From an optimization exercise on the open Yosys and OpenROAD flow, aimed at small area, a short achievable clock period and few clock cycles per item; shortcuts taken in it are not production practice.
At most, simulation tests tie the RTL to the original design; equivalence was not proved.
For run 2, only the layout was checked, not whether the RTL still works.

==> flow/design.v, too long to show whole: its modules and the start of the top module <==
// module dds_sine_sample_generator: 1074 lines
module dds_sine_sample_generator (
    input  logic                  clk,
    input  logic                  rst_n,
    input  logic                  in_valid,
    output logic                  in_ready,
    input  logic                  restart,
    output logic                  out_valid,
    input  logic                  out_ready,
    output dds_pkg::code_t        sample,
    input  logic                  cfg_valid,
    output logic                  cfg_ready,
    input  logic [1:0]            cfg_index,
    input  logic [31:0]           cfg_data
);
  // ...
==> flow/flow/run.sh <==
#!/bin/bash
# The standard layout (the standard.sh) with three changes to how it is
# made: port buffers use a plain buffer cell instead of the delay cell the
# resizer picks by default; setup repair aims at a margin below the clock
# period; and repair works on the worst path only (TNS_END_PERCENT).
set -euo pipefail
bash standard.sh \
  "SETUP_SLACK_MARGIN=7.8" \
  "TNS_END_PERCENT=0" \
  "BUFFER_PORTS_ARGS=-buffer_cell sky130_fd_sc_hd__buf_2" \
  finish > standard_flow.log 2>&1
==> flow/standard.sh <==
#!/bin/bash
# synth_recipe.tcl (not shown) runs the flow's synth.tcl, then flattens the netlist and writes it again
# the make line also repeats each setting of config.mk as NAME=value (left out here)
make -C /OpenROAD-flow-scripts/flow DESIGN_CONFIG=/design/flow/config.mk WORK_HOME=/design/flow/orfs CLKGATE_MAP_FILE= SYNTH_SCRIPT=/design/flow/synth_recipe.tcl "${@:-finish}"
==> flow/config.mk <==
export PLATFORM = sky130hd
export DESIGN_NAME = dds_sine_sample_generator
export DESIGN_NICKNAME = dds_sine_sample_generator
export VERILOG_FILES = /design/flow/design.v
export SDC_FILE = /design/flow/constraint.sdc
export NUM_CORES = 4
export LEC_CHECK = 0
export CAP_MARGIN = 20
export CORE_MARGIN = 2
export CORE_UTILIZATION = 40
export SLEW_MARGIN = 20
==> flow/constraint.sdc <==
create_clock -name core_clock -period 11.0 [get_ports {clk}]
set_input_delay 2.2000 -clock core_clock [delete_from_list [all_inputs] [get_ports {clk}]]
set_output_delay 2.2000 -clock core_clock [all_outputs]
set_load 0.01 [all_outputs]
==> out/metrics.yaml, run 1 <==
post_cts.resized_instances: 36
number_of_clock_buffers_inserted_by_tritoncts: 26
final.setup.tns_ns: 0
hold_start: "phase_acc_reg[3]$_DFFE_PN0P_"
die_height_um: 213
crit_start: "neg1_reg[2]$_SDFFCE_PP0N_"
worst_slew_margin_rel_pct: 36.3
nonClockBufferCount: 173
postSynthNetCount: 1917
worst_path_largest_cell_delay_ns: 0.49
cts_root_buffer: "sky130_fd_sc_hd__clkbuf_16"
holdWs_ns: 0.485
drt-pass1-iter-count: 6
dominant_cells: "multi-input combinational cells"
maxClockFrequency_mhz: 292
status: "no timing/DRC/antenna violations"
synthSimpleGateAreaFrac_pct: 8.63
worstSetupEndpoint: "row2b_reg[16]$_DFFE_PN_"
yosys.cell_count.top_type: "sky130_fd_sc_hd__inv_1"
final_net_count: 2033
synthTopCellsByArea: "sky130_fd_sc_hd__edfxtp_1 (24%), sky130_fd_sc_hd__dfrtp_1 (12%), sky130_fd_sc_hd__fa_1 (10%)"
wl_met3_mm: 1.68
grt-ovfl-total: 0
Testbench counts, summed over its fixed seeds: cycles 16,016, items 16,000.
==> inputs of run 2 (changes only) <==
--- a/flow/design.v
+++ b/flow/design.v
@@ -35,17 +35,18 @@
     logic [31:0] acc_sum;
     logic        in_ready_reg, in_busy_reg, in_fire;
     logic        v1_reg, v2_reg, v3_reg;
     logic        en1, en2, en3;
     logic [5:0]  neg1_reg, one1_reg, two1_reg;
     logic        top1_reg;
     logic [11:0] lo1_reg, span1_reg;
     logic [23:0] row2a_reg, row2b_reg;
-    logic [23:0] x3_reg;
+    logic [11:0] xh3_reg;
+    logic        c3_reg;
     logic [11:0] head_reg, tail_reg;
     logic        head_v_reg, tail_v_reg;
     logic [11:0] rom_val, sine_next, lo_next, span_next;
     logic [23:0] row_a, row_b;
     logic [23:0] x_sum;
     logic [11:0] res;
     logic        wr, rd;
     logic        v1_next, v2_next, v3_next, head_v_next, tail_v_next;
@@ -980,53 +981,47 @@
     assign x_sum[16] = xs_p0_16^xs_G3_15;
     assign x_sum[17] = xs_p0_17^xs_G4_16;
     assign x_sum[18] = xs_p0_18^xs_G4_17;
     assign x_sum[19] = xs_p0_19^xs_G4_18;
     assign x_sum[20] = xs_p0_20^xs_G4_19;
     assign x_sum[21] = xs_p0_21^xs_G4_20;
     assign x_sum[22] = xs_p0_22^xs_G4_21;
     assign x_sum[23] = xs_p0_23^xs_G4_22;
-    always_ff @(posedge clk)
-    begin
-        if (en3)
-            x3_reg <= x_sum;
-    end
     logic        quo_c;
-    logic [11:0] x_hi_dec;
     logic [11:0] cc_unused;
     logic cc_g0_0, cc_p0_0, cc_g0_1, cc_p0_1, cc_g0_2, cc_p0_2, cc_g0_3, cc_p0_3, cc_g0_4, cc_p0_4, cc_g0_5, cc_p0_5, cc_g0_6, cc_p0_6, cc_g0_7, cc_p0_7;
     logic cc_g0_8, cc_p0_8, cc_g0_9, cc_p0_9, cc_g0_10, cc_p0_10, cc_g0_11, cc_p0_11, cc_gc, cc_G0_1, cc_P0_1, cc_G0_3, cc_P0_3, cc_G0_5, cc_P0_5, cc_G0_7;
     logic cc_P0_7, cc_G0_9, cc_P0_9, cc_G0_11, cc_P0_11, cc_G1_2, cc_P1_2, cc_G1_3, cc_P1_3, cc_G1_6, cc_P1_6, cc_G1_7, cc_P1_7, cc_G1_10, cc_P1_10, cc_G1_11;
     logic cc_P1_11, cc_G2_4, cc_P2_4, cc_G2_5, cc_P2_5, cc_G2_6, cc_P2_6, cc_G2_7, cc_P2_7, cc_G3_8, cc_P3_8, cc_G3_9, cc_P3_9, cc_G3_10, cc_P3_10, cc_G3_11;
     logic cc_P3_11;
-    assign cc_g0_0 = x3_reg[0]&x3_reg[12];
-    assign cc_p0_0 = x3_reg[0]^x3_reg[12];
-    assign cc_g0_1 = x3_reg[1]&x3_reg[13];
-    assign cc_p0_1 = x3_reg[1]^x3_reg[13];
-    assign cc_g0_2 = x3_reg[2]&x3_reg[14];
-    assign cc_p0_2 = x3_reg[2]^x3_reg[14];
-    assign cc_g0_3 = x3_reg[3]&x3_reg[15];
-    assign cc_p0_3 = x3_reg[3]^x3_reg[15];
-    assign cc_g0_4 = x3_reg[4]&x3_reg[16];
-    assign cc_p0_4 = x3_reg[4]^x3_reg[16];
-    assign cc_g0_5 = x3_reg[5]&x3_reg[17];
-    assign cc_p0_5 = x3_reg[5]^x3_reg[17];
-    assign cc_g0_6 = x3_reg[6]&x3_reg[18];
-    assign cc_p0_6 = x3_reg[6]^x3_reg[18];
-    assign cc_g0_7 = x3_reg[7]&x3_reg[19];
-    assign cc_p0_7 = x3_reg[7]^x3_reg[19];
-    assign cc_g0_8 = x3_reg[8]&x3_reg[20];
-    assign cc_p0_8 = x3_reg[8]^x3_reg[20];
-    assign cc_g0_9 = x3_reg[9]&x3_reg[21];
-    assign cc_p0_9 = x3_reg[9]^x3_reg[21];
-    assign cc_g0_10 = x3_reg[10]&x3_reg[22];
-    assign cc_p0_10 = x3_reg[10]^x3_reg[22];
-    assign cc_g0_11 = x3_reg[11]&x3_reg[23];
-    assign cc_p0_11 = x3_reg[11]^x3_reg[23];
+    assign cc_g0_0 = x_sum[0]&x_sum[12];
+    assign cc_p0_0 = x_sum[0]^x_sum[12];
+    assign cc_g0_1 = x_sum[1]&x_sum[13];
+    assign cc_p0_1 = x_sum[1]^x_sum[13];
+    assign cc_g0_2 = x_sum[2]&x_sum[14];
+    assign cc_p0_2 = x_sum[2]^x_sum[14];
+    assign cc_g0_3 = x_sum[3]&x_sum[15];
+    assign cc_p0_3 = x_sum[3]^x_sum[15];
+    assign cc_g0_4 = x_sum[4]&x_sum[16];
+    assign cc_p0_4 = x_sum[4]^x_sum[16];
+    assign cc_g0_5 = x_sum[5]&x_sum[17];
+    assign cc_p0_5 = x_sum[5]^x_sum[17];
+    assign cc_g0_6 = x_sum[6]&x_sum[18];
+    assign cc_p0_6 = x_sum[6]^x_sum[18];
+    assign cc_g0_7 = x_sum[7]&x_sum[19];
+    assign cc_p0_7 = x_sum[7]^x_sum[19];
+    assign cc_g0_8 = x_sum[8]&x_sum[20];
+    assign cc_p0_8 = x_sum[8]^x_sum[20];
+    assign cc_g0_9 = x_sum[9]&x_sum[21];
+    assign cc_p0_9 = x_sum[9]^x_sum[21];
+    assign cc_g0_10 = x_sum[10]&x_sum[22];
+    assign cc_p0_10 = x_sum[10]^x_sum[22];
+    assign cc_g0_11 = x_sum[11]&x_sum[23];
+    assign cc_p0_11 = x_sum[11]^x_sum[23];
     assign cc_gc = cc_g0_0|(cc_p0_0&1'b1);
     assign cc_G0_1 = cc_g0_1|(cc_p0_1&cc_gc);
     assign cc_P0_1 = cc_p0_1&cc_p0_0;
     assign cc_G0_3 = cc_g0_3|(cc_p0_3&cc_g0_2);
     assign cc_P0_3 = cc_p0_3&cc_p0_2;
     assign cc_G0_5 = cc_g0_5|(cc_p0_5&cc_g0_4);
     assign cc_P0_5 = cc_p0_5&cc_p0_4;
     assign cc_G0_7 = cc_g0_7|(cc_p0_7&cc_g0_6);
@@ -1071,18 +1066,25 @@
     assign cc_unused[5] = cc_p0_5^cc_G2_4;
     assign cc_unused[6] = cc_p0_6^cc_G2_5;
     assign cc_unused[7] = cc_p0_7^cc_G2_6;
     assign cc_unused[8] = cc_p0_8^cc_G2_7;
     assign cc_unused[9] = cc_p0_9^cc_G3_8;
     assign cc_unused[10] = cc_p0_10^cc_G3_9;
     assign cc_unused[11] = cc_p0_11^cc_G3_10;
     assign quo_c = cc_G3_11;
-    assign x_hi_dec = x3_reg[23:12] - 12'd1;
-    assign res = quo_c ? x3_reg[23:12] : x_hi_dec;
+    always_ff @(posedge clk)
+    begin
+        if (en3)
+        begin
+            xh3_reg <= x_sum[23:12];
+            c3_reg  <= quo_c;
+        end
+    end
+    assign res = c3_reg ? xh3_reg : xh3_reg - 12'd1;
     always_ff @(posedge clk)
     begin
         if (wr)
             tail_reg <= res;
         if (~head_v_reg | out_ready)
             head_reg <= tail_v_reg ? tail_reg : res;
     end
     assign out_valid = head_v_reg;
==> out/metrics.yaml, run 2 <==
clkSlewWorstSetupHoldPaths_ns: 0.06  # about the same
route.detailed.vias_per_inst: 5.34  # was 5.29
grt_pass1_wl_mm: 63.1  # was 65.9 mm
finalSetupViolCount: 0  # unchanged
cp.required_ns: 11.29  # was 11.26 ns
crit_top_cell: "sky130_fd_sc_hd__nand2b_4"  # was sky130_fd_sc_hd__fa_1
cts_hold_buf: 0  # unchanged
regArea_mm2: 0.00621  # was 0.00655 mm^2
post-place-ws_ns: 6.73  # was 7.01 ns
hpwl_mm: 27.6  # was 27.7 mm
synth_largest_type_area_fraction_pct: 22.5  # was 23.8%
clock_sinks: 222  # was 233
type_of_the_worst_setup_path: "flop to flop"  # unchanged
worst_slew_margin_rel_pct: 28.7  # was 36.3%
synth.ff_latch_count: 222  # was 233
avgSynthCellArea_um2: 10.3  # was 10.5 um^2
ordered_list_of_cells_on_the_worst_path: "fa_2, a211oi_2, o21a_1, o2111a_2, o31ai_4, o41ai_2, nand2b_4, nand2b_4, a21oi_4, xnor2_2, ha_1, a21o_1, a221oi_2, o221ai_1"  # was buf_4, xnor2_1, fa_1, inv_1, fa_1, fa_1, inv_1, fa_1
final-max-slew-violation-count: 0  # unchanged
layout.cells.most_common_list: "sky130_fd_sc_hd__inv_1 (179), sky130_fd_sc_hd__edfxtp_1 (127), sky130_fd_sc_hd__ha_1 (125)"  # was sky130_fd_sc_hd__inv_1 (174), sky130_fd_sc_hd__edfxtp_1 (138), sky130_fd_sc_hd__ha_1 (123)
synth.yosys.seq_area_share_pct: 36.6  # was 37.6%
timing.final.crit_period_ns: 3.75  # was 3.43 ns
most_numerous_cell_types_in_the_synthesized_netlist: "sky130_fd_sc_hd__inv_1 (180), sky130_fd_sc_hd__ha_1 (129), sky130_fd_sc_hd__edfxtp_1 (127)"  # was sky130_fd_sc_hd__inv_1 (178), sky130_fd_sc_hd__edfxtp_1 (138), sky130_fd_sc_hd__ha_1 (130)
timing.hold.worst.class: "flop to flop"  # unchanged
grt_start_max_net_pins: 64  # was 69
syn-instance-count: 1641  # was 1658
fillers: 3960  # was 4034
io_pins: 55  # unchanged
drt-pass1-iter-count: 5  # was 6
cts_root_buffer: "sky130_fd_sc_hd__clkbuf_16"  # unchanged
die_height_um: 210  # was 213 um
cts_max_level: 1  # unchanged
hold_violation_total_from_the_final_report: 0  # unchanged
worst_ep_arrival_time_ns: 4.04  # was 3.69 ns
port_buffers: 53  # unchanged
clk-insertion-delay-late_ns: 0.56  # was 0.58 ns
wirelength_routed_mm: 37.2  # was 39.8 mm
cts_buffer_depth: 3  # unchanged
master_of_the_slowest_instance_on_the_critical_path: "sky130_fd_sc_hd__fa_2"  # was sky130_fd_sc_hd__fa_1
layout_cell_share_with_drive_strength_beyond_1_pct: 16.0  # was 21.3%
worst_path_largest_cell_delay_ns: 0.43  # was 0.49 ns
synthTopCellsByArea: "sky130_fd_sc_hd__edfxtp_1 (22%), sky130_fd_sc_hd__dfrtp_1 (12%), sky130_fd_sc_hd__fa_1 (11%)"  # was sky130_fd_sc_hd__edfxtp_1 (24%), sky130_fd_sc_hd__dfrtp_1 (12%), sky130_fd_sc_hd__fa_1 (10%)
final.setup.tns_ns: 0  # unchanged
detail-route-antenna-nets: 0  # unchanged
post-route-drc-count: 0  # unchanged
initial_core_util_pct: 40.5  # about the same
critical_path.max_fanout: 3  # was 8
drt_iter0_markers: 708  # was 646
status: "no timing/DRC/antenna violations"  # unchanged
number_of_clock_buffers_inserted_by_tritoncts: 26  # unchanged
yosys_warnings: 1  # unchanged
asyncSetResetFlopFracSynth_pct: 42.8  # was 40.8%
std_cell_rows: 75  # was 76
chipWidth_um: 210  # was 213 um
grt_antenna_before_repair: 1  # was 0
postSynthNetCount: 1899  # was 1917
yosys.cell_count.top_type: "sky130_fd_sc_hd__inv_1"  # unchanged
final_net_count: 1928  # was 2033
post-synth-top-area-cell: "sky130_fd_sc_hd__edfxtp_1"  # unchanged
yosys_most_used_dff: "sky130_fd_sc_hd__edfxtp_1"  # unchanged
syn_area_mm2: 0.0170  # was 0.0174 mm^2
dieArea_mm2: 0.0440  # was 0.0452 mm^2
grt-ovfl-total: 0  # unchanged
worst_clock_skew_ns: 0.0338  # was 0.0588 ns
coreArea_mm2: 0.0419  # was 0.0430 mm^2
max_cap_violations: 0  # unchanged
yosys.cell_types.count: 80  # was 77
multi_input_comb_area_mm2: 0.00993  # was 0.0102 mm^2
grt_pass1_vias: 12400  # was 12900
rsz0062_at_grt: "yes"  # unchanged
cts_tree: "built"  # unchanged
worst_setup_path_start_kind: "flop"  # unchanged
globalplace.congestion: 0.857  # was 0.876
maxClockFrequency_mhz: 267  # was 292 MHz
vias: 11900  # was 12600
cp-end-kind: "flop"  # unchanged
finalCritPeriodShare_pct: 34.1  # was 31.2%
finalWorstSetupSlack_ns: 7.25  # was 7.57 ns
track_usage_pct: 17.6  # was 18.0%
tightestPinTransition_ns: 1.07  # was 0.954 ns
mostFrequentLayoutCell: "sky130_fd_sc_hd__inv_1"  # unchanged
number_of_flops_mapped_to_enable_cells_by_yosys: 127  # was 138
route.detailed.wl_per_inst_um: 16.7  # about the same
syn_to_final_growth_pct: 12.1  # was 16.9%
-- run 2: final timing paths --
check                                         startpoint                       endpoint  slack [ns]  cells past startpoint
min                        phase_acc_reg[12]$_DFFE_PN0P_  phase_acc_reg[12]$_DFFE_PN0P_        0.49                      2
max in group asynchronous                          rst_n  phase_acc_reg[25]$_DFFE_PN0P_        8.17                      2
min in group asynchronous                          rst_n    low_code_reg[9]$_DFFE_PN0P_        1.59                      1
min reg2reg                phase_acc_reg[12]$_DFFE_PN0P_  phase_acc_reg[12]$_DFFE_PN0P_        0.49                      2
max reg2reg                       row2a_reg[0]$_DFFE_PN_               c3_reg$_DFFE_PN_        7.25                     14
max                               row2a_reg[0]$_DFFE_PN_               c3_reg$_DFFE_PN_        7.25                     14
-- run 2: layout make-up --
class / count / share of cell area [%]
inverter: 184 / 3.66
clock buffer: 43 / 4.88
multi-input combinational: 1153 / 52.3
clock inverter: 5 / 0.329
antenna: 1 / 0.0132
timing repair buffer: 83 / 2.60
sequential: 222 / 32.7
tap: 539 / 3.55
-- run 2: timing repair --
| action | in CTS | in global routing |
|---|---|---|
| pin swaps | 7 | 6 |
| buffers inserted | 17 | 3 |
| setup endpoints to repair | 76 | 76 |
| hold endpoints to repair | 0 | 0 |
| resized for setup | 11 | 12 |
| cloned | 1 | 0 |
-- run 2: cells by family after synthesis --
| group | synth area share (%) |
|---|---|
| AOI/OAI and AO/OA | 13.6 |
| xor gates and xnor gates | 8.15 |
| adders and majority gates | 20.0 |
| buffers and inverters | 6.09 |
| DFF | 36.6 |
| muxes | 5.68 |
| other | 0.0221 |
| and+or+nand+nor | 9.79 |
-- run 2: worst max-delay path: cells and delay by family (launching register included) --
| family | cells | cell delay [ns] |
|---|---|---|
| fa+ha+maj | 2 | 0.72 |
| compound gates | 9 | 1.87 |
| flops | 1 | 0.42 |
| simple gates | 2 | 0.31 |
| xor+xnor | 1 | 0.16 |
-- run 2: metrics by stage --
step	instance area, um^2	util [%]	hold WS (ns)	cells
4_1_cts	18900	45.1	0.492	2226
3_5_place_dp	17700	42.3	0.478	2160
6_report	19000	45.4	0.486	2230
3_3_place_gp	17700	42.3	0.466	2160
5_1_grt	19000	45.4	0.509	2229
2_1_floorplan	17000	-	0.450	1641
-- run 2: metal layers --
layer  global-route usage [%]  wire length [um]  up-vias
met3                     2.51              1710       84
met5                        0                 0        -
li1                         -                 -     5743
met1                     22.6             16200     5792
met2                     30.3             18100      298
met4                     6.29              1170        0

static timing again, ports no longer ideal:
The results above use ideal ports. As a check the final layouts listed here were re-extracted and re-timed, cells and wires unchanged. Step 1 assumes that a clkbuf_16 drives the clock port and a buf_2 every other input. Step 2 times the ports against the registers' clock, not the clock port: input delays grow and output delays shrink by t, the midpoint of the rising clock arrivals with the driver on. a / b / c = ideal ports / drivers / drivers and shift; a / b = the first two.
run | t (ns) | setup slack, ns | worst register clock-pin slew, ns
run 1 | 0.593 | 7.571 / 7.571 / 7.286 | 0.07 / 0.07
run 2 | 0.601 | 7.253 / 7.253 / 6.883 | 0.06 / 0.06
After both steps every run listed still meets setup and hold. For run 2, which loses most, drivers alone change the setup slack by 0.000 ns; drivers and shift together by -0.370 ns.
